Source: an optimization exercise on an open RTL-to-GDS flow (aim: small area). Production flows keep margins and buffers that such runs may drop.
Function was checked by simulation only, so behaviour that the tests miss may differ from the original.
No activity file was given, so power comes from the tool's default toggle rates.

== the previous run ==
## sgd_top
module sgd_top (
    input  wire        clk,
    input  wire        rst_n,
    input  wire        start,
    input  wire [15:0] mini_batch_size,
    input  wire [15:0] number_of_samples,
    input  wire [15:0] number_of_epochs,
    input  wire [4:0]  step_shift,
    input  wire [31:0] sample_features,
    input  wire [31:0] sample_label,
    input  wire        sample_valid,
    output wire        sample_ready,
    output wire [31:0] x_out_data,
    output wire        x_out_valid,
    input  wire        x_out_ready,
    output wire        x_out_last,
    output wire        done
);
    reg  [4:0]  ph;           
    reg         insamp;       
    reg         dact;         
    reg         xz;           
    reg         gact, gupd;
    reg         xvalid;       
    reg  [1:0]  widx;
    reg  [15:0] mbs_r, ns_r, ec_r;    
    reg  [15:0] bc_r, sc_r;           
    reg  [4:0]  sh_r;
    reg         rl_s, rl_b;
    reg         bw_s, bw_b, one_s, one_b;
    reg  [31:0] x0, x1, x2, x3;
    reg  [31:0] g0, g1, g2, g3;
    reg  [31:0] fr;               
    reg         dl0;              
    reg  [15:0] dl16;             
    reg  [7:0]  dl8;
    reg  [3:0]  dl4;
    reg  [1:0]  dl2;
  ...
export LEC_CHECK = 0
export CAP_MARGIN = 20
export CORE_MARGIN = 2
export CORE_UTILIZATION = 80
export SLEW_MARGIN = 20
create_clock -name core_clock -period 10.0 [get_ports {clk}]
standard.sh (not shown) runs the stock make flow with config.mk's settings and CLKGATE_MAP_FILE= SYNTH_SCRIPT=/design/flow/synth_recipe.tcl, a recipe that flattens the netlist after the stock synthesis.
==> flow/flow/run.sh <==
#!/bin/bash
# The standard layout (standard.sh, all its steps), with these changes:
#  - synthesis is synth_recipe.tcl with ABC's logic mapping aimed at area
#    (synth_area.tcl, abc_area.script), and yosys synth's quick ABC pass
#    skipped (-noabc) so the full adders are extracted as written; the
#    registers, their names and cells are those of the standard synthesis;
#  - ports are buffered with sky130_fd_sc_hd__buf_1;
#  - the clock tree uses clkbuf_4 buffers in small clusters, no dummy loads.
# make's output goes to flow_make.log; ORFS's own logs are under orfs/logs.
set -euo pipefail
W="$(cd "$(dirname "$0")/.." && pwd)"
cd "$W"
export FLOW_WORK="$W"
export FLOW_ABC_SCRIPT="$W/flow/abc_area.script"
bash standard.sh \
  SYNTH_SCRIPT="$W/flow/synth_area.tcl" SYNTH_ARGS=-noabc \
  BUFFER_PORTS_ARGS="-buffer_cell sky130_fd_sc_hd__buf_1" \
  CTS_ARGS="-sink_clustering_enable -repair_clock_nets -dont_use_dummy_load -buf_list sky130_fd_sc_hd__clkbuf_4 -sink_clustering_size 10 -sink_clustering_max_diameter 30" \
  finish > "$W/flow_make.log" 2>&1
==> flow/flow/abc_area.script <==
&get -n
&st
&syn2
&dch -f
&nf -a -F 20 -A 20 -E 100
&put
mfs2 -a
&get -n
&st
&dch -f
&nf -a -F 20 -A 20 -E 100
&put
topo
stime -c
==> flow/flow/synth_area.tcl <==
# The standard synthesis (synth_recipe.tcl), with ABC's mapping of the
# logic aimed at area (abc_area.script beside this file) instead of delay.
# Registers, their names and their cells are those of the standard synthesis.
proc abc {args} {
  set i [lsearch -exact $args -script]
  if {$i >= 0} {
    lset args [expr {$i + 1}] $::env(FLOW_ABC_SCRIPT)
  }
  yosys abc {*}$args
}
source $::env(FLOW_WORK)/synth_recipe.tcl
Having completed the whole flow, the previous run delivered a layout that passed the timing, design-rule and antenna checks.
Modified inputs, the current run compared to the previous run
--- a/flow/design.v
+++ b/flow/design.v
@@ -16,36 +16,37 @@
     output wire        x_out_valid,
     input  wire        x_out_ready,
     output wire        x_out_last,
     output wire        done
 );
     reg  [4:0]  ph;           
     reg         insamp;       
     reg         dact;         
     reg         xz;           
     reg         gact, gupd;
-    reg         xvalid;       
+    reg         xvalid, done_q;    
     reg  [1:0]  widx;
     reg  [15:0] mbs_r, ns_r, ec_r;    
     reg  [15:0] bc_r, sc_r;           
     reg  [4:0]  sh_r;
     reg         rl_s, rl_b;
     reg         bw_s, bw_b, one_s, one_b;
     reg  [31:0] x0, x1, x2, x3;
     reg  [31:0] g0, g1, g2, g3;
     reg  [31:0] fr;               
     reg         dl0;              
     reg  [15:0] dl16;             
     reg  [7:0]  dl8;
     reg  [3:0]  dl4;
     reg  [1:0]  dl2;
     reg         dl1;
+    reg         sgn;              
     reg  [6:0]  lw;               
     reg  [5:0]  cd;               
     reg  [3:0]  cg0, cg1, cg2, cg3;
     wire p0  = ~|ph;
     wire p7  = (ph == 5'd7);
     wire p15 = (ph == 5'd15);
     wire p16 = (ph == 5'd16);
     wire p31 = &ph;
     wire [7:1] m;
     assign m[1] = (ph >= 5'd1);
@@ -59,21 +60,21 @@
     wire take_start = start & ~run;
     wire fend = p31 | take_start;
     wire d_on = p0 ? (insamp & sample_valid & ~xz & ~(gact & gupd)) : dact;
     wire [4:0] nsh = ~sh_r;
     wire dv16 = nsh[4] ? dl16[15] : dl0;
     wire dv8  = nsh[3] ? dl8[7]   : dv16;
     wire dv4  = nsh[2] ? dl4[3]   : dv8;
     wire dv2  = nsh[1] ? dl2[1]   : dv4;
     wire tapv = nsh[0] ? dl1      : dv2;
     wire [5:0] phs  = {1'b0, ph} + {1'b0, sh_r};
-    wire       L    = phs[5] ? lw[0] : tapv;
+    wire       L    = phs[5] ? sgn : tapv;
     wire [31:0] sf = sample_features;
     wire [7:0]  fa0 = fr[7:0];
     wire [7:0]  fa1 = fr[15:8];
     wire [7:0]  fa2 = fr[23:16];
     wire [7:0]  fa3 = fr[31:24];
     wire gb0 = g0[0];
     wire gb1 = g1[0];
     wire gb2 = g2[0];
     wire gb3 = g3[0];
     wire gn0, gn1, gn2, gn3;
@@ -467,20 +468,21 @@
     assign gn3 = gc3_w17;
     assign cg3_n = {gc3_w24, gc3_w23, gc3_w21, gc3_w19};
     always @(posedge clk) begin
         dl0  <= dbit;
         dl16 <= {dl16[14:0], dl0};
         dl8  <= {dl8[6:0], dv16};
         dl4  <= {dl4[2:0], dv8};
         dl2  <= {dl2[0], dv4};
         dl1  <= dv2;
         lw  <= {lw[5:0], L};
+        if (p31) sgn <= dbit;
         cd  <= fend ? 6'd1 : cd_n;
         cg0 <= fend ? 4'd0 : cg0_n;
         cg1 <= fend ? 4'd0 : cg1_n;
         cg2 <= fend ? 4'd0 : cg2_n;
         cg3 <= fend ? 4'd0 : cg3_n;
         g0 <= {~xz & (gact ? (~gupd & gn0) : g0[0]), g0[31:1]};
         g1 <= {~xz & (gact ? (~gupd & gn1) : g1[0]), g1[31:1]};
         g2 <= {~xz & (gact ? (~gupd & gn2) : g2[0]), g2[31:1]};
         g3 <= {~xz & (gact ? (~gupd & gn3) : g3[0]), g3[31:1]};
         x0 <= {xe0, x0[31:1]};
@@ -529,56 +531,58 @@
         one_s <= ph[4] ? oe : os;
         one_b <= ob;
     end
     always @(posedge clk) begin
         if (!rst_n) begin
             ph      <= 5'd0;
             insamp  <= 1'b0;
             dact    <= 1'b0;
             gact    <= 1'b0;
             xvalid  <= 1'b0;
-            xz      <= 1'b1;
+            done_q  <= 1'b0;
         end else begin
             ph      <= take_start ? 5'd0 : ph + 5'd1;
             if (take_start) begin
                 insamp <= 1'b1;
-                xz     <= 1'b1;
+                done_q <= 1'b0;
                 dact   <= 1'b0;
                 gact   <= 1'b0;
             end else begin
                 dact <= d_on & ~p31;
-                if (p31 & insamp) xz <= 1'b0;
                 if (p31) begin
                     gact <= d_on;
                     if (d_on & fin_now) insamp <= 1'b0;
                 end
                 if (final_edge) begin
                     xvalid <= 1'b1;
                 end else if (xfer & (widx == 2'd3)) begin
                     xvalid <= 1'b0;
+                    done_q <= 1'b1;
                 end
             end
         end
     end
     always @(posedge clk) begin
         if (take_start) begin
             rl_s <= 1'b1;
             rl_b <= 1'b1;
+            xz   <= 1'b1;
         end else begin
+            if (p31) xz <= 1'b0;
             if (cwin & p15) begin
                 rl_s    <= os;
                 rl_b    <= os | ob;
             end
         end
         if (p31) begin
             gupd   <= rl_b;
         end
         if (final_edge) widx <= 2'd0;
         else if (xfer) widx <= widx + 2'd1;
     end
     assign sample_ready = dact & p31;
     assign x_out_data   = fr;
     assign x_out_valid  = xvalid;
     assign x_out_last   = (widx == 2'd3);
-    assign done         = ~run & ~xz;
+    assign done         = done_q;
 endmodule
 `default_nettype wire
### Flow results
- Of the current run and the previous run, the current run shows the higher slack of the worst reg-to-reg path, with the previous run below it.
- For cell area, the current run and the previous run come out practically identical.
- The current run carries more flip-flops than the previous run.
- Of the two candidates, the previous run has the worse clock power and the current run the better one.
- NOTE: global-route usage in the current run falls short of that of the previous run
- For total length of routed wires, dividing the value from the previous run by the value from the current run gives 1.07.
- Of the current run and the previous run, the run reporting the lower number of clock sinks was the previous run.
- Measured against each other, the current run and the previous run differ in core utilization of the finished layout, the lower figure coming from the current run.
- The current run vs. the previous run: share of the synthesized area in compound gates (AO/OA/AOI/OAI) rose 0.31 points; met2 track demand over resource has decreased.
- The current run vs the previous run, register area went up by 50 µm².
- Compared with the previous run, in the current run share of synthesized area occupied by flip-flops and latches about even; share of cell area taken by muxes after synthesis saw a decrease; via count picked up an extra about 2%.

separate check: timing with driven ports:
The results above use ideal ports. As a check the final layouts listed here were re-extracted and re-timed, cells and wires unchanged. Step 1, drivers: a clkbuf_16 drives clk and a buf_2 each remaining input, both assumed. Step 2 adds t to the input delays and takes it off the output delays; t is the mean of the earliest and latest rising clock arrival at the registers after step 1. Input paths then give back, and output paths get back, about the clock's delay inside the block. a / b / c = ideal ports / drivers / drivers and shift; a / b = the first two.
run | shift t [ns] | setup WS [ns] | worst register clock-pin slew, ns | worst data-port slew with drivers (ns) | cell pins on the clock port's net
the previous run | 0.707 | 3.299 / 3.299 / 3.299 | 0.11 / 0.11 | 0.08 | 1
the current run | 0.736 | 3.523 / 3.523 / 3.421 | 0.12 / 0.12 | 0.08 | 1
After both steps every run listed still meets setup and hold. The setup slack of the current run, which loses most, moves by 0.000 ns with the drivers and by -0.102 ns with both steps.
